Context: an optimization exercise on an open-source flow, tuned for a short achievable clock period and few clock cycles. The choices shown serve that exercise and are no tape-out recipe. No functional check of the RTL was part of this run. Power and IR drop assume default switching activity.

==> flow/design.v <==
`default_nettype none
package riscv_pkg;
    localparam int unsigned xlen     = 32;
    localparam int unsigned nregs    = 32;
    localparam logic [xlen-1:0] reset_pc = '0;
    typedef logic [xlen-1:0] word_t;
    typedef logic [4:0]      reg_addr_t;
    typedef logic [11:0]     imm_i_raw_t;
    typedef logic [11:0]     imm_s_raw_t;
    typedef logic [12:0]     imm_b_raw_t;
    typedef logic [20:0]     imm_j_raw_t;
    typedef enum logic [6:0] {
        opc_op     = 7'b0110011,
        opc_op_imm = 7'b0010011,
        opc_load   = 7'b0000011,
        opc_store  = 7'b0100011,
        opc_branch = 7'b1100011,
        opc_jal    = 7'b1101111,
        opc_jalr   = 7'b1100111,
        opc_system = 7'b1110011
    } opcode_e;
    typedef enum logic [3:0] {
        alu_add,
        alu_sub,
        alu_and,
        alu_or,
        alu_xor,
        alu_slt,
        alu_sll,
        alu_srl,
        alu_sra
    } aluop_e;
    typedef enum logic [1:0] {
        immsrc_i,
        immsrc_s,
        immsrc_b,
        immsrc_j
    } immsrc_e;
    typedef enum logic [1:0] {
        res_alu,
        res_mem,
        res_pc_plus4
    } resultsrc_e;
    typedef enum logic [1:0] {
        st_idle,
        st_run,
        st_halt
    } core_state_e;
    typedef struct packed {
        opcode_e    opcode;
        logic [2:0] funct3;
        logic       funct7_5;
        reg_addr_t  rs1;
        reg_addr_t  rs2;
        reg_addr_t  rd;
        imm_i_raw_t imm_i_raw;
        imm_s_raw_t imm_s_raw;
        imm_b_raw_t imm_b_raw;
        imm_j_raw_t imm_j_raw;
    } instr_fields_t;
    typedef struct packed {
        logic       reg_write;
        logic       mem_write;
        logic       alu_src;
        aluop_e     alu_control;
        immsrc_e    imm_src;
        resultsrc_e result_src;
        logic       branch;
        logic       branch_ne;
        logic       jump;
        logic       jump_reg;
        logic       halt_req;
    } ctrl_t;
    typedef struct packed {
        word_t addr;
        word_t wdata;
        logic  we;
    } dmem_req_t;
endpackage
`default_nettype wire
`timescale 1ns/1ps
`default_nettype none
module ks_add #(
    parameter int W = 32
) (
    input  logic [W-1:0] a,
    input  logic [W-1:0] b,
    input  logic         cin,
    output logic [W-1:0] s,
    output logic         cout
);
    localparam int LV = $clog2(W + 1);
    logic [W:0] g [0:LV];
    logic [W:0] p [0:LV];
    logic [W:0] x;
    assign g[0] = {a & b, cin};
    assign p[0] = {a ^ b, 1'b0};
    assign x    = p[0];
    for (genvar l = 0; l < LV; l++) begin : g_lv
        for (genvar i = 0; i <= W; i++) begin : g_bit
            if (i >= (1 << l)) begin : g_op
                assign g[l+1][i] = g[l][i] | (p[l][i] & g[l][i-(1<<l)]);
                assign p[l+1][i] = p[l][i] & p[l][i-(1<<l)];
            end else begin : g_pass
                assign g[l+1][i] = g[l][i];
                assign p[l+1][i] = p[l][i];
            end
        end
    end
    assign s    = x[W:1] ^ g[LV][W-1:0];
    assign cout = g[LV][W];
endmodule
`default_nettype wire
`timescale 1ns/1ps
`default_nettype none
module riscv_core (
    input  logic        clk,
    input  logic        rst_n,
    output logic [31:0] imem_addr,
    input  logic [31:0] imem_rdata,
    output logic [64:0] dmem_req,
    input  logic [31:0] dmem_rdata,
    output logic        halted,
    output logic [31:0] instret
);
    logic [31:0] pc_q;
    logic        halted_q;
    logic [31:0] instret_q;
    logic [31:0] rf [1:31];
    logic        lk_v;
    logic [4:0]  lk_rd;
    logic [31:0] lk_val;
    logic        e_valid;
    logic        e_ld, e_st, e_br, e_jalr, e_halt, e_link;
    logic        e_wr;
    logic [4:0]  e_rd;
    logic        e_ne, e_pred, e_jp;
    logic        s_add, s_sub, s_sll, s_slt, s_xor, s_srl, s_sra, s_or, s_and;
    logic [31:0] e_rv1, e_op2, e_rv2;
    logic        fa_m, fa_w, fa_r;
    logic        fo_m, fo_w, fo_r;
    logic        fb_m, fb_w, fb_r;
    logic [31:0] e_pc4;
    logic [31:0] e_alt;
    logic        m_valid;
    logic        m_ld;
    logic [4:0]  m_rd;
    logic [31:0] m_res;
    logic [31:0] m_wdata;
    logic        m_st;
    logic [31:0] w_val;
    logic [31:0] ins;
    logic [6:0]  opc;
    logic [4:0]  rs1, rs2, rd;
    logic [2:0]  f3;
    logic        f_op, f_opi, f_ld, f_st, f_br, f_jal, f_jalr, f_halt;
    logic        use1, use2, f_wr, f_imm;
    logic [31:0] imm_i, imm_s;
    assign ins  = imem_rdata;
    assign opc  = ins[6:0];
    assign rs1  = ins[19:15];
    assign rs2  = ins[24:20];
    assign rd   = ins[11:7];
    assign f3   = ins[14:12];
    assign f_op   = (opc == 7'b0110011);
    assign f_opi  = (opc == 7'b0010011);
    assign f_ld   = (opc == 7'b0000011);
    assign f_st   = (opc == 7'b0100011);
    assign f_br   = (opc == 7'b1100011);
    assign f_jal  = (opc == 7'b1101111);
    assign f_jalr = (opc == 7'b1100111);
    assign f_halt = !(f_op || f_opi || f_ld || f_st || f_br || f_jal || f_jalr);
    assign use1  = f_op || f_opi || f_ld || f_st || f_br || f_jalr;
    assign use2  = f_op || f_st || f_br;
    assign f_imm = f_opi || f_ld || f_st || f_jalr;
    assign f_wr  = (f_op || f_opi || f_ld || f_jal || f_jalr) && (rd != 5'd0);
    assign imm_i = {{20{ins[31]}}, ins[31:20]};
    assign imm_s = {{20{ins[31]}}, ins[31:25], ins[11:7]};
    logic [31:0] pc4;
    logic [13:0] bl;
    logic [21:0] jl;
    logic [12:0] rl;
    logic [31:0] tgt_b, tgt_j, tgt_r;
    logic [18:0] pcb_hi, pcb_inc, pcb_dec;
    logic [10:0] pcj_hi, pcj_inc, pcj_dec;
    logic [19:0] lk_hi, lk_inc, lk_dec;
    assign pc4     = pc_q + 32'd4;
    assign pcb_hi  = pc_q[31:13];
    assign pcb_inc = pc_q[31:13] + 19'd1;
    assign pcb_dec = pc_q[31:13] - 19'd1;
    assign pcj_hi  = pc_q[31:21];
    assign pcj_inc = pc_q[31:21] + 11'd1;
    assign pcj_dec = pc_q[31:21] - 11'd1;
    assign lk_hi   = lk_val[31:12];
    assign lk_inc  = lk_val[31:12] + 20'd1;
    assign lk_dec  = lk_val[31:12] - 20'd1;
    ks_add #(.W(13)) u_bl (
        .a(pc_q[12:0]), .b({ins[31], ins[7], ins[30:25], ins[11:8], 1'b0}), .cin(1'b0),
        .s(bl[12:0]), .cout(bl[13])
    );
    ks_add #(.W(21)) u_jl (
        .a(pc_q[20:0]), .b({ins[31], ins[19:12], ins[20], ins[30:21], 1'b0}), .cin(1'b0),
        .s(jl[20:0]), .cout(jl[21])
    );
    ks_add #(.W(12)) u_rl (
        .a(lk_val[11:0]), .b(ins[31:20]), .cin(1'b0),
        .s(rl[11:0]), .cout(rl[12])
    );
    logic bsel0, bsel1, bsel2, jsel0, jsel1, jsel2, rsel0, rsel1, rsel2;
    assign bsel1 = !ins[31] &&  bl[13];
    assign bsel2 =  ins[31] && !bl[13];
    assign bsel0 = !(bsel1 || bsel2);
    assign jsel1 = !ins[31] &&  jl[21];
    assign jsel2 =  ins[31] && !jl[21];
    assign jsel0 = !(jsel1 || jsel2);
    assign rsel1 = !ins[31] &&  rl[12];
    assign rsel2 =  ins[31] && !rl[12];
    assign rsel0 = !(rsel1 || rsel2);
    assign tgt_b = {({19{bsel0}} & pcb_hi) | ({19{bsel1}} & pcb_inc) | ({19{bsel2}} & pcb_dec),
                    bl[12:0]};
    assign tgt_j = {({11{jsel0}} & pcj_hi) | ({11{jsel1}} & pcj_inc) | ({11{jsel2}} & pcj_dec),
                    jl[20:0]};
    assign tgt_r = {({20{rsel0}} & lk_hi) | ({20{rsel1}} & lk_inc) | ({20{rsel2}} & lk_dec),
                    rl[11:1], 1'b0};
    logic pred_b, jp;
    assign pred_b = f_br && (ins[31] || f3[0]);
    assign jp     = f_jalr && lk_v && (rs1 == lk_rd);
    logic [31:0] rv1, rv2;
    assign rv1 = (rs1 == 5'd0) ? 32'd0 : rf[rs1];
    assign rv2 = (rs2 == 5'd0) ? 32'd0 : rf[rs2];
    logic m1e, m1m, m2e, m2m;
    assign m1e = e_valid && e_wr && (rs1 == e_rd);
    assign m1m = m_valid && (rs1 == m_rd);
    assign m2e = e_valid && e_wr && (rs2 == e_rd);
    assign m2m = m_valid && (rs2 == m_rd);
    logic stall;
    assign stall = e_valid && e_ld && ((use1 && m1e) || (use2 && m2e));
    logic [31:0] a, op2, bv, sum, diff, alu;
    logic        slt, taken, redirect;
    logic [31:0] redir_pc;
    assign a   = ({32{fa_m}} & m_res) | ({32{fa_w}} & w_val) | ({32{fa_r}} & e_rv1);
    assign op2 = ({32{fo_m}} & m_res) | ({32{fo_w}} & w_val) | ({32{fo_r}} & e_op2);
    assign bv  = ({32{fb_m}} & m_res) | ({32{fb_w}} & w_val) | ({32{fb_r}} & e_rv2);
    logic c_sum, c_diff;
    ks_add #(.W(32)) u_sum  (.a(a), .b(op2),  .cin(1'b0), .s(sum),  .cout(c_sum));
    ks_add #(.W(32)) u_diff (.a(a), .b(~op2), .cin(1'b1), .s(diff), .cout(c_diff));
    assign slt  = (a[31] != op2[31]) ? a[31] : diff[31];
    assign alu = ({32{s_add}}  & sum) |
                 ({32{s_sub}}  & diff) |
                 ({32{s_sll}}  & (a << op2[4:0])) |
                 ({32{s_slt}}  & {31'd0, slt}) |
                 ({32{s_xor}}  & (a ^ op2)) |
                 ({32{s_srl}}  & (a >> op2[4:0])) |
                 ({32{s_sra}}  & 32'($signed(a) >>> op2[4:0])) |
                 ({32{s_or}}   & (a | op2)) |
                 ({32{s_and}}  & (a & op2)) |
                 ({32{e_link}} & e_pc4);
    assign taken    = (a == bv) != e_ne;
    assign redirect = e_valid && ((e_br && (taken != e_pred)) ||
                                  (e_jalr && !(e_jp && (a == e_alt))));
    assign redir_pc = e_jalr ? {sum[31:1], 1'b0} : e_alt;
    logic kill, issue;
    assign kill  = redirect || (e_valid && e_halt) || halted_q;
    assign issue = !kill && !stall;
    always_ff @(posedge clk) begin
        if (!rst_n) begin
            pc_q <= 32'd0;
        end else if (redirect) begin
            pc_q <= redir_pc;
        end else if (!stall) begin
            if (f_jal)                pc_q <= tgt_j;
            else if (pred_b)          pc_q <= tgt_b;
            else if (jp)              pc_q <= tgt_r;
            else                      pc_q <= pc4;
        end
    end
    always_ff @(posedge clk) begin
        if (!rst_n) begin
            e_valid   <= 1'b0;
            m_valid   <= 1'b0;
            m_st      <= 1'b0;
            halted_q  <= 1'b0;
            instret_q <= 32'd0;
            lk_v      <= 1'b0;
        end else begin
            e_valid  <= issue;
            m_valid  <= e_valid && e_wr;
            m_st     <= e_valid && e_st;
            if (e_valid && e_halt) halted_q <= 1'b1;
            if (e_valid && !e_halt) instret_q <= instret_q + 32'd1;
            if (issue && f_wr) begin
                if (f_jal || f_jalr) lk_v <= 1'b1;
                else if (rd == lk_rd) lk_v <= 1'b0;
            end
        end
    end
    always_ff @(posedge clk) begin
        if (issue && f_wr && (f_jal || f_jalr)) begin
            lk_rd  <= rd;
            lk_val <= pc4;
        end
    end
    always_ff @(posedge clk) begin
        e_ld     <= f_ld;
        e_st     <= f_st;
        e_br     <= f_br;
        e_jalr   <= f_jalr;
        e_halt   <= f_halt;
        e_link   <= f_jal || f_jalr;
        e_wr     <= f_wr;
        e_rd     <= rd;
        e_ne     <= f3[0];
        e_pred   <= pred_b;
        e_jp     <= jp;
        s_add    <= (f_op && ((f3 == 3'b000 && !ins[30]) || f3 == 3'b011)) ||
                    (f_opi && (f3 == 3'b000 || f3 == 3'b011)) || f_ld || f_st;
        s_sub    <= f_op && f3 == 3'b000 && ins[30];
        s_sll    <= (f_op || f_opi) && f3 == 3'b001;
        s_slt    <= (f_op || f_opi) && f3 == 3'b010;
        s_xor    <= (f_op || f_opi) && f3 == 3'b100;
        s_srl    <= (f_op && f3 == 3'b101 && !ins[30]) || (f_opi && f3 == 3'b101);
        s_sra    <= f_op && f3 == 3'b101 && ins[30];
        s_or     <= (f_op || f_opi) && f3 == 3'b110;
        s_and    <= (f_op || f_opi) && f3 == 3'b111;
        e_rv1    <= rv1;
        e_rv2    <= rv2;
        e_op2    <= f_imm ? (f_st ? imm_s : imm_i) : rv2;
        fa_m     <= m1e;
        fa_w     <= !m1e && m1m;
        fa_r     <= !m1e && !m1m;
        fo_m     <= !f_imm && m2e;
        fo_w     <= !f_imm && !m2e && m2m;
        fo_r     <= f_imm || (!m2e && !m2m);
        fb_m     <= m2e;
        fb_w     <= !m2e && m2m;
        fb_r     <= !m2e && !m2m;
        e_pc4    <= pc4;
        e_alt    <= f_jalr ? lk_val : (pred_b ? pc4 : tgt_b);
    end
    always_ff @(posedge clk) begin
        m_ld    <= e_ld;
        m_rd    <= e_rd;
        m_res   <= alu;
        m_wdata <= bv;
    end
    logic [31:0] wb;
    assign wb = m_ld ? dmem_rdata : m_res;
    always_ff @(posedge clk) begin
        if (m_valid) begin
            rf[m_rd] <= wb;
        end
        w_val <= wb;
    end
    assign imem_addr = pc_q;
    assign dmem_req  = {m_res, m_wdata, m_st};
    assign halted    = halted_q;
    assign instret   = instret_q;
endmodule
`default_nettype wire
==> flow/flow/run.sh <==
#!/bin/bash
# The standard layout (standard.sh) with two changes:
#  - ADDER_MAP_FILE empty: Yosys does not extract full/half adder cells, which
#    turn the design's parallel-prefix adders into ripple chains;
#  - SETUP_SLACK_MARGIN 8: timing repair keeps working on paths well inside
#    the 11 ns clock, which leaves the achieved period lower.
# The SDC, clock period, I/O constraints and everything else are the standard flow's own.
set -uo pipefail
bash standard.sh ADDER_MAP_FILE= SETUP_SLACK_MARGIN=8 finish > flow_make.log 2>&1
status=$?
cp -f orfs/logs/*/*/*/*.log . 2>/dev/null || true
exit $status
==> flow/standard.sh <==
#!/bin/bash
# synth_recipe.tcl (not shown) runs the flow's synth.tcl, then flattens the netlist and writes it again
# the make line also repeats each setting of config.mk as NAME=value (left out here)
make -C /OpenROAD-flow-scripts/flow DESIGN_CONFIG=/design/flow/config.mk WORK_HOME=/design/flow/orfs CLKGATE_MAP_FILE= SYNTH_SCRIPT=/design/flow/synth_recipe.tcl "${@:-finish}"
==> flow/config.mk <==
export PLATFORM = sky130hd
export DESIGN_NAME = riscv_core
export DESIGN_NICKNAME = riscv_core
export VERILOG_FILES = /design/flow/design.v
export SDC_FILE = /design/flow/constraint.sdc
export NUM_CORES = 4
export LEC_CHECK = 0
export CAP_MARGIN = 20
export CORE_MARGIN = 2
export CORE_UTILIZATION = 40
export SLEW_MARGIN = 20
==> flow/constraint.sdc <==
create_clock -name core_clock -period 11.0 [get_ports {clk}]
set_input_delay 2.2000 -clock core_clock [delete_from_list [all_inputs] [get_ports {clk}]]
set_output_delay 2.2000 -clock core_clock [all_outputs]
set_load 0.01 [all_outputs]
==> flow_summary.ini <==
[pwr]
power_per_cell_area_nw_per_um2 = 147.3
power_report.internal_total_mw = 10.13
cellLeakagePower_nw = 35.71
combPwrFrac_pct = 24.5
clockPowerShare_pct = 35.4
vdd_drop_max_v = 0.0001879
power.switching_fraction_pct = 30.03
total_switching_power_mw = 4.348
sequentialPowerShare_pct = 40.0

[clock_tree]
root_buffer_cell = clkbuf_16
numClockSinks = 1393
numCtsBuffers = 152
clk_pin_slew_ns = 0.06
clock_tree.htree_level_count = 4
cts_hold_buf = 0
tritoncts_clock_tree = done
clock_path_buffers = 3
worst_skew_pair.late_latency_ns = 0.82

[timing]
worst_clock_skew_ns = 0.02977
timing_worst_slew_pin_value_ns = 1.165
finalHoldViolations = 0
final_count_of_negative_setup_slack_endpoints = 0
timing.slew.headroom_pct = 22.22
fin_tns_setup_ns = 0
max_freq_ghz = 0.2349
share_of_the_clock_period_used_by_the_worst_path_after_layout_pct = 38.70
unrepaired_setup_endpoints_after_global_routing = true
period_needed_ns = 4.257
drv_slew = 0

[route]
remaining_drc_errors = 0
ant_nets = 0
vias = 59640
routed_wire_length_per_instance_um = 36.89
wirelength_um = 328700
vias_per_cell = 6.692
number_of_iterations_in_the_first_detailed_routing_pass = 13
drt_iter0_markers = 9654

[synthesis]
ys.warnings.count = 13
synth_flop_type = edfxtp_1
netlist_top_cells_area = edfxtp_1 43%, mux4_2 17%, dfxtp_1 10%
leading_cell_type_by_number_of_instances_after_synthesis = edfxtp_1
syn_area_um2 = 72700
synth.net_count = 5640
post_synth_most_frequent_cells = 1,029 x edfxtp_1, 564 x mux4_2, 491 x nor2_1
post-synth-top-area-cell = edfxtp_1
synth_largest_type_area_fraction_pct = 42.50
synth.avg_cell_area_um2 = 13.04
netlist_instances = 5574
synth_cell_types = 93
share_of_the_yosys_chip_area_belonging_to_registers_pct = 52.53
async_flop_share_pct = 0
ys_ff_latch = 1393
synth_enable_flop_cells = 1029

[finish]
drive_above_1_share_pct = 43.32
final_cells = 8912
syn_to_final_growth_pct = 35.16
fin_nets = 6486

[placement]
globalplace.congestion = 1.001
place.detailed.hpwl_um = 182000
port_buffers = 195
dp_cells = 7835

[die]
io_pins = 196
num_rows = 156
dieArea_um2 = 185200
start_util_pct = 40.22
die-width_um = 430.3
coreArea_um2 = 180700
dieHeight_um = 430.3

[run]
number_of_violations_of_the_max_capacitance_limit = 0

[setup_path]
crit-reg2reg-launch = fo_r
path_max_fanout = 5
cp_data_arrival_time_ns = 4.96
flop_to_flop_setup_slack_ns = 6.86
critPathKind = in2reg
cp.required_ns = 11.70
rr_worst_depth = 24
r2r_end = m_res[26]
startpoint_type = primary input
critPathCaptureType = flip-flop

[global_routing]
grt_first_pass_wirelength_um = 448700
overflow = 0
grt_antenna_before_repair = 13
grt_pass1_vias = 57800
grt.total_usage_pct = 34.50
grt_start_max_net_pins = 67

[status]
outcome = no timing/DRC/antenna violations

[min_path]
timing.hold.worst_path_depth = 0
holdCritPathClass = reg2reg
min-delay-start = e_ld
worstHoldEndpoint = m_ld
sequential cells by signal, summed over array words and instances, names as in the netlist, 32 cells and up:
| register | count |
|---|---|
| rf | 992 |
| e_rv2 | 32 |
| e_alt | 32 |
| w_val | 32 |
| instret_q | 32 |
| e_pc4 | 32 |
| lk_val | 32 |
| e_op2 | 32 |
| m_wdata | 32 |
| m_res | 32 |
| e_rv1 | 32 |
| pc_q | 32 |
metrics by stage:
stage	setup WS (ns)	power, mW	cell area, um^2	hold WS, ns	util, %
3_3_place_gp	4.143	8.216	77970	0.3378	43.14
2_1_floorplan	6.275	7.376	74740	0.3315	-
6_report	6.743	14.48	98260	0.3525	54.36
5_1_grt	6.645	14.77	98250	0.3619	54.36
4_1_cts	6.750	14.11	95120	0.3452	52.63
3_5_place_dp	4.186	8.217	77980	0.3374	43.14
layer usage:
| metal | global-route usage (%) | wire length (um) | vias to the layer above |
|---|---|---|---|
| li1 | - | - | 23690 |
| met1 | 40.56 | 109100 | 30080 |
| met2 | 53.93 | 149200 | 4526 |
| met3 | 8.406 | 36540 | 1339 |
| met4 | 28.08 | 33810 | 10 |
| met5 | 0 | 58 | - |
cells by family after synthesis:
group,count (synthesis),share of synthesized area [%]
compound gates,1098,10.13
xor+xnor,354,4.265
fa+ha+maj,44,0.6058
mux,848,21.50
flops,1393,52.53
simple gates,1291,8.053
buf+inv,546,2.917
cell usage in the layout (no fill, tap or decap), types with 154 or more instances in the layout:
cell type,count
a21oi_1,185
buf_4,562
buf_6,211
clkbuf_16,168
dfxtp_1,245
edfxtp_1,1029
mux2i_1,154
mux4_2,564
nand2_1,333
nor2_1,380
critical path, stage by stage:
cell and delay, ns:
buf_16 0.12, buf_16 0.14, nor3_4 0.05, or4_4 0.56, o21ai_4 0.21, buf_6 0.13, a21o_4 0.15, nand4_1 0.21
buf_4 0.22, o32ai_4 0.12, xnor2_2 0.16, o221a_2 0.21, o221a_2 0.17, nor3b_2 0.04, a211o_1 0.23
worst max-delay path by stage:
stage	from	end	cells after the start
6_report	imem_rdata[22]	pc_q[29]	15
2_1_floorplan	imem_rdata[22]	pc_q[29]	13
3_5_place_dp	imem_rdata[4]	pc_q[31]	10
4_1_cts	imem_rdata[22]	pc_q[31]	12
3_3_place_gp	imem_rdata[4]	pc_q[16]	11
5_1_grt	imem_rdata[30]	pc_q[29]	13
cell type report:
type	instances	area, um^2
Antenna cell	4	10.01
Fill cell	14460	82480
Tap cell	2370	2965
Clock inverter	75	711.9
Clock buffer	197	4168
Multi-Input combinational cell	3643	37380
Sequential cell	1393	38520
Timing Repair Buffer	1138	14120
Inverter	92	389.1
timing repair:
| action | in CTS | in global routing |
|---|---|---|
| buffers inserted | 511 | 146 |
| resized for setup | 1923 | 381 |
| endpoints found under the setup margin | 661 | 644 |
| cloned | 128 | 12 |
| pin swaps | 307 | 240 |
power groups by stage:
stage,registers [mW],clock network (mW),logic (mW)
floorplan,5.87,0,1.51
global placement,5.91,0,2.30
detailed placement,5.91,0,2.30
CTS,5.78,5.13,3.19
global route,5.79,5.34,3.63
finish,5.79,5.13,3.55

## re-timing with driven ports
How much do the figures lean on ideal ports? The routed layout below was timed once more, with nothing changed but the port constraints. Step 1 assumes that a clkbuf_16 drives the clock port and a buf_2 every other input. Step 2 moves the port delays by t, midway between the first and last clock arrival at a register: inputs arrive t later, outputs are due t later. That takes back most of the time a late clock gives input paths. a / b / c = ideal / step 1 / step 2; a / b = the first two.
t, ns: 0.897
setup WS [ns]: 6.743 / 6.568 / 5.671
worst data-port slew with drivers (ns): 0.49
cell pins on the clock port's net: 1
After both steps this run still meets setup and hold. The setup slack of this run moves by -0.175 ns with the drivers and by -1.072 ns with both steps.
